Context: an optimization exercise on an open-source flow, tuned for small area, a short achievable clock period and few clock cycles per item. The choices shown serve that exercise and are no tape-out recipe. Where RTL was checked, it was by simulation tests only, not by an equivalence proof against the original. No activity file was given, so power comes from the tool's default toggle rates.

## 06-07
## mru_page_tag_cache
module mru_page_tag_cache #(
   parameter int SLOTS = mpc_pkg::DEF_SLOTS
) (
   input  logic                              clock,
   input  logic                              reset,
   input  logic                              req_valid,
   output logic                              req_stall,
   input  logic [1:0]                        req_kind,
   input  logic [mpc_pkg::TAG_W-1:0]         req_page_offset,
   output logic                              rsp_valid,
   input  logic                              rsp_stall,
   output logic                              rsp_hit,
   output logic                              rsp_writeback_valid,
   output logic [mpc_pkg::TAG_W-1:0]         rsp_writeback_offset,
   output logic [mpc_pkg::CNT_W-1:0]         rsp_hit_count,
   output logic [mpc_pkg::CNT_W-1:0]         rsp_attempt_count,
   output logic [mpc_pkg::OCC_OUT_W-1:0]     rsp_occupancy,
   input  logic                              psel,
   input  logic                              penable,
   input  logic                              pwrite,
   input  logic [mpc_pkg::ADDR_W-1:0]        paddr,
   input  logic [mpc_pkg::DATA_W-1:0]        pwdata,
   output logic [mpc_pkg::DATA_W-1:0]        prdata,
   output logic                              pready
);
For scale: roughly 4,500 cells after synthesis, ~210 I/O pins, roughly 0.038 mm2 of cells after synthesis.
clock: 5.5 ns
lec_check: 0
cap_margin: 20
core_margin: 2
core_utilization: 50
cts_cluster_diameter: 70
cts_cluster_size: 24
setup_slack_margin: 3.1
slew_margin: 20
tns_end_percent: 5
run.sh (not shown) runs the stock make flow with config.mk's settings and CLKGATE_MAP_FILE= SYNTH_SCRIPT=/design/flow/synth_recipe.tcl, a recipe that flattens the netlist after the stock synthesis.
Testbench counts of 06-07, summed over its fixed seeds: cycles 4,848, items 4,800.
--- input diff 06-07..06-05 ---
--- a/flow/design.v
+++ b/flow/design.v
@@ -167,35 +167,42 @@
    assign csr_write = psel && penable && pwrite && (paddr[2] == mpc_pkg::REG_ACTIVE_SIZE);
    always_comb begin
       if (active_size_ff == '0) begin
          eff_size = SIZE_W'(1);
       end else if (int'(active_size_ff) > SLOTS) begin
          eff_size = SIZE_W'(SLOTS);
       end else begin
          eff_size = SIZE_W'(active_size_ff);
       end
    end
    assign in_size = {in_size_ff, 1'b1};
-   for (genvar i = 0; i < SLOTS; i++) begin : g_last
-      if (i == SLOTS - 1) begin : g_top
-         assign last_oh[i] = in_size[i];
-      end else begin : g_low
-         assign last_oh[i] = in_size[i] && !in_size[i+1];
-      end
-   end
+   logic [SLOTS-1:0] last_oh_ff;
+   logic [mpc_pkg::SIZE_CFG_W-1:0] size_wr;
+   assign last_oh = last_oh_ff;
+   assign size_wr = pwdata[mpc_pkg::SIZE_CFG_W-1:0];
    always_ff @(posedge clock) begin
       if (reset) begin
          in_size_ff <= '1;
+         last_oh_ff <= SLOTS'(1) << (SLOTS - 1);
       end else if (csr_write) begin
          for (int i = 1; i < SLOTS; i++) begin
-            in_size_ff[i] <= pwdata[mpc_pkg::SIZE_CFG_W-1:0] > mpc_pkg::SIZE_CFG_W'(i);
+            in_size_ff[i] <= size_wr > mpc_pkg::SIZE_CFG_W'(i);
+         end
+         for (int i = 0; i < SLOTS; i++) begin
+            if (i == 0) begin
+               last_oh_ff[i] <= size_wr <= mpc_pkg::SIZE_CFG_W'(1);
+            end else if (i == SLOTS - 1) begin
+               last_oh_ff[i] <= size_wr >= mpc_pkg::SIZE_CFG_W'(SLOTS);
+            end else begin
+               last_oh_ff[i] <= size_wr == mpc_pkg::SIZE_CFG_W'(i + 1);
+            end
          end
       end
    end
    assign req_stall  = req_stall_ff;
    assign req_accept = req_valid && !req_stall_ff;
    assign x_hold     = x_valid_ff && q0_valid_ff && q1_valid_ff;
    assign x_go       = go_lookup_ff || go_insert_ff || go_remove_ff || go_drop_ff;
    assign take       = q0_valid_ff && !rsp_stall;
    logic              go_lookup_ff, go_insert_ff, go_remove_ff, go_drop_ff;
    logic              x_valid_in, x_go_in;
    mpc_pkg::kind_type kind_in;
==> comparison <==
06-05 ended with every stage complete and zero timing, DRC or antenna violations. 06-07 → 06-05: final cell area excluding filler cells now larger; data required time of the worst path was more or less identical; number of vias after detailed routing rose by 790; routed wire length per instance now larger. Part of the cycle the worst path needs: 06-05 higher than 06-07. sky130_fd_sc_hd__a222oi_1 as the slowest cell on the critical path was reported by 06-07, and sky130_fd_sc_hd__dfxtp_1 by 06-05. Post-CTS setup buffer count was higher in 06-07 than in 06-05. In 06-05 the largest vdd supply drop turned out about 5.6% lower than in 06-07.
Only the layout flow was run in 06-05; the RTL was not checked for function there.

---

v6:
mru_page_tag_cache, a different RTL version from the one above (not shown whole).
Size in the first run: about 4,300 cells after synthesis, roughly 730 flip-flops, about 38,000 um^2 of cells after synthesis.
Design mru_page_tag_cache, start of the top module:
module mru_page_tag_cache #(
   parameter int SLOTS = mpc_pkg::DEF_SLOTS
) (
   input  logic                              clock,
   input  logic                              reset,
   input  logic                              req_valid,
   output logic                              req_stall,
   input  logic [1:0]                        req_kind,
   input  logic [mpc_pkg::TAG_W-1:0]         req_page_offset,
   output logic                              rsp_valid,
   input  logic                              rsp_stall,
   output logic                              rsp_hit,
   output logic                              rsp_writeback_valid,
   output logic [mpc_pkg::TAG_W-1:0]         rsp_writeback_offset,
   output logic [mpc_pkg::CNT_W-1:0]         rsp_hit_count,
   output logic [mpc_pkg::CNT_W-1:0]         rsp_attempt_count,
   output logic [mpc_pkg::OCC_OUT_W-1:0]     rsp_occupancy,
   input  logic                              psel,
   input  logic                              penable,
   input  logic                              pwrite,
   input  logic [mpc_pkg::ADDR_W-1:0]        paddr,
   input  logic [mpc_pkg::DATA_W-1:0]        pwdata,
   output logic [mpc_pkg::DATA_W-1:0]        prdata,
   output logic                              pready
);
Settings: LEC_CHECK=0, CAP_MARGIN=20, CORE_MARGIN=2, CORE_UTILIZATION=60, SETUP_SLACK_MARGIN=2.8, SLEW_MARGIN=20, TNS_END_PERCENT=5; clock period 5.5 ns.
Testbench counts of v6, summed over its fixed seeds: cycles 4,848, items 4,800.
Changes in v7 relative to v6:
-- flow/design.v --
<<< v6, line 66
   assign match_out = match_ff;
   assign cmp_out   = (tag_ff == req_tag);
   logic                      keep;
   logic [mpc_pkg::TAG_W-1:0] tag_in;
   assign keep   = !take_prev && !take_next;
   assign tag_in = ({mpc_pkg::TAG_W{take_prev}} & prev_tag)
                 | ({mpc_pkg::TAG_W{take_next}} & next_tag)
                 | ({mpc_pkg::TAG_W{keep}} & tag_ff);
   always_ff @(posedge clock) begin
      tag_ff <= tag_in;
   end
   logic valid_in;
   logic match_in;
   always_comb begin
      valid_in = valid_ff;
      if (reset) begin
         valid_in = 1'b0;
      end else if (set_valid) begin
         valid_in = new_valid;
      end
   end
   always_comb begin
      if (take_prev) begin
         match_in = prev_cmp;
      end else if (take_next) begin
         match_in = next_cmp;
      end else begin
         match_in = cmp_out;
      end
   end
   always_ff @(posedge clock) begin
      if (!hold_match) begin
         match_ff <= match_in && valid_in;
      end
   end
   always_ff @(posedge clock) begin
      valid_ff <= valid_in;
   end
endmodule
>>> v7, line 66
   assign match_out = match_ff;
   assign cmp_out   = (tag_ff == req_tag);
   always_ff @(posedge clock) begin
      if (take_prev) begin
         tag_ff <= prev_tag;
      end else if (take_next) begin
         tag_ff <= next_tag;
      end
   end
   always_ff @(posedge clock) begin
      if (!hold_match) begin
         if (take_prev) begin
            match_ff <= prev_cmp;
         end else if (take_next) begin
            match_ff <= next_cmp;
         end else begin
            match_ff <= cmp_out;
         end
      end
   end
   always_ff @(posedge clock) begin
      if (reset) begin
         valid_ff <= 1'b0;
      end else if (set_valid) begin
         valid_ff <= new_valid;
      end
   end
endmodule
<<< v6, line 131
   localparam int IDX_W  = $clog2(SLOTS);
   localparam int TAG_W  = mpc_pkg::TAG_W;
   localparam int RSP_W  = 3 + mpc_pkg::TAG_W + mpc_pkg::OCC_OUT_W;
   logic [mpc_pkg::SIZE_CFG_W-1:0] active_size_ff;
   logic                           trim_pend_ff;
>>> v7, line 120
   localparam int IDX_W  = $clog2(SLOTS);
   localparam int TAG_W  = mpc_pkg::TAG_W;
   logic [mpc_pkg::SIZE_CFG_W-1:0] active_size_ff;
   logic                           trim_pend_ff;
<<< v6, line 201
   assign is_remove = x_go && (x_kind_ff == mpc_pkg::KIND_REMOVE);
   assign is_drop   = x_go && (x_kind_ff == mpc_pkg::KIND_DROP);
   assign hit_vec  = match_q;   
   assign above[0] = 1'b0;
   for (genvar i = 0; i < SLOTS; i++) begin : g_above
>>> v7, line 189
   assign is_remove = x_go && (x_kind_ff == mpc_pkg::KIND_REMOVE);
   assign is_drop   = x_go && (x_kind_ff == mpc_pkg::KIND_DROP);
   assign hit_vec  = match_q & valid_q;
   assign above[0] = 1'b0;
   for (genvar i = 0; i < SLOTS; i++) begin : g_above
<<< v6, line 270
      for (int i = 0; i < SLOTS; i++) begin
         full     = full | (last_oh[i] & valid_q[i]);
         last_tag = last_tag | ({TAG_W{last_oh[i]}} & tag_q[i]);
      end
   end
>>> v7, line 258
      for (int i = 0; i < SLOTS; i++) begin
         full     = full | (last_oh[i] & valid_q[i]);
         last_tag = last_tag | ({TAG_W{last_oh[i] & valid_q[i]}} & tag_q[i]);
      end
   end
<<< v6, line 283
         mpc_pkg::KIND_INSERT: begin
            x_rsp.wb_valid  = full;
            x_rsp.wb_offset = full ? last_tag : '0;
            if (!full) begin
               occ_in = mpc_pkg::occ_inc(occ_ff);
>>> v7, line 271
         mpc_pkg::KIND_INSERT: begin
            x_rsp.wb_valid  = full;
            x_rsp.wb_offset = last_tag;
            if (!full) begin
               occ_in = mpc_pkg::occ_inc(occ_ff);
<<< v6, line 372
      end
   end
   logic q0_from_q1, q0_from_x, q0_keep;
   assign q0_from_q1 = q0_load && q1_valid_ff;
   assign q0_from_x  = q0_load && !q1_valid_ff;
   assign q0_keep    = !q0_load;
   always_ff @(posedge clock) begin
      q0_ff <= ({RSP_W{q0_from_q1}} & q1_ff)
             | ({RSP_W{q0_from_x}} & x_rsp)
             | ({RSP_W{q0_keep}} & q0_ff);
      if (x_go && q0_valid_ff && !take && !q1_valid_ff) begin
         q1_ff <= x_rsp;
>>> v7, line 360
      end
   end
   always_ff @(posedge clock) begin
      if (q0_load) begin
         q0_ff <= q0_in;
      end
      if (x_go && q0_valid_ff && !take && !q1_valid_ff) begin
         q1_ff <= x_rsp;
## What came out
- Timing, DRC, antenna: 0 failures across v7 and v6
- | global-route wire length before repair | v7 vs v6 | worse |
- Compared with v6, v7 shows count of flip-flops with a built-in enable after synthesis that has gone up by more than 100%.
- The transition time at the pin with the least slew margin of v7 exceeds that of v6 by 240 ps.
- A launching instance or port of the critical path of in_size_ff[12]$_SDFFE_PP1P_ is what v6 shows, while g_cell[15].u_cell.tag_ff[8]$_SDFFCE_PN0P_ belongs to v7.
- From v6 to v7 the numbers moved as follows: minimum setup slack among reg-to-reg paths went down 410 ps; minimum clock period after layout went up 410 ps; switching fraction of total power went down 4.6 points.
- The dominant combinational cell family by area after synthesis comes out compound AO/OA/AOI/OAI gates in one run and multiplexers in the other, namely in v6 and v7 respectively.
- Looking at clock network fraction of total power, v7 sits 1.8 points above v6.
- v7 ends up with a share of power burned in registers that is 1.0 points higher than in v6.
Only the layout flow was run in v7; the RTL was not checked for function there.

-- what the ideal ports hide --
How much do the figures lean on ideal ports? The routed layouts below were timed once more, with nothing changed but the port constraints.
Step 1 sets driving cells, clkbuf_16 on the clock port and buf_2 on the other inputs (assumed; they add their load-dependent delay and slew).
Step 2 times the ports against the registers' clock, not the clock port: input delays grow and output delays shrink by t, the midpoint of the rising clock arrivals with the driver on.
Three values: ideal ports, drivers, drivers and shift; two values: the first two.
| run | t, ns | setup slack, ns | slew at the worst register clock pin (ns) |
|---|---|---|---|
| 06-07 | 0.702 | 2.750 / 2.750 / 2.187 | 0.10 / 0.10 |
| 06-05 | 0.736 | 2.505 / 2.505 / 1.990 | 0.10 / 0.10 |
| v6 | 0.708 | 2.676 / 2.655 / 2.010 | 0.07 / 0.07 |
| v7 | 0.716 | 2.262 / 2.262 / 1.883 | 0.07 / 0.07 |
After both steps setup and hold are still met in every run listed. For v6, which loses most, drivers alone change the setup slack by -0.021 ns; drivers and shift together by -0.666 ns.
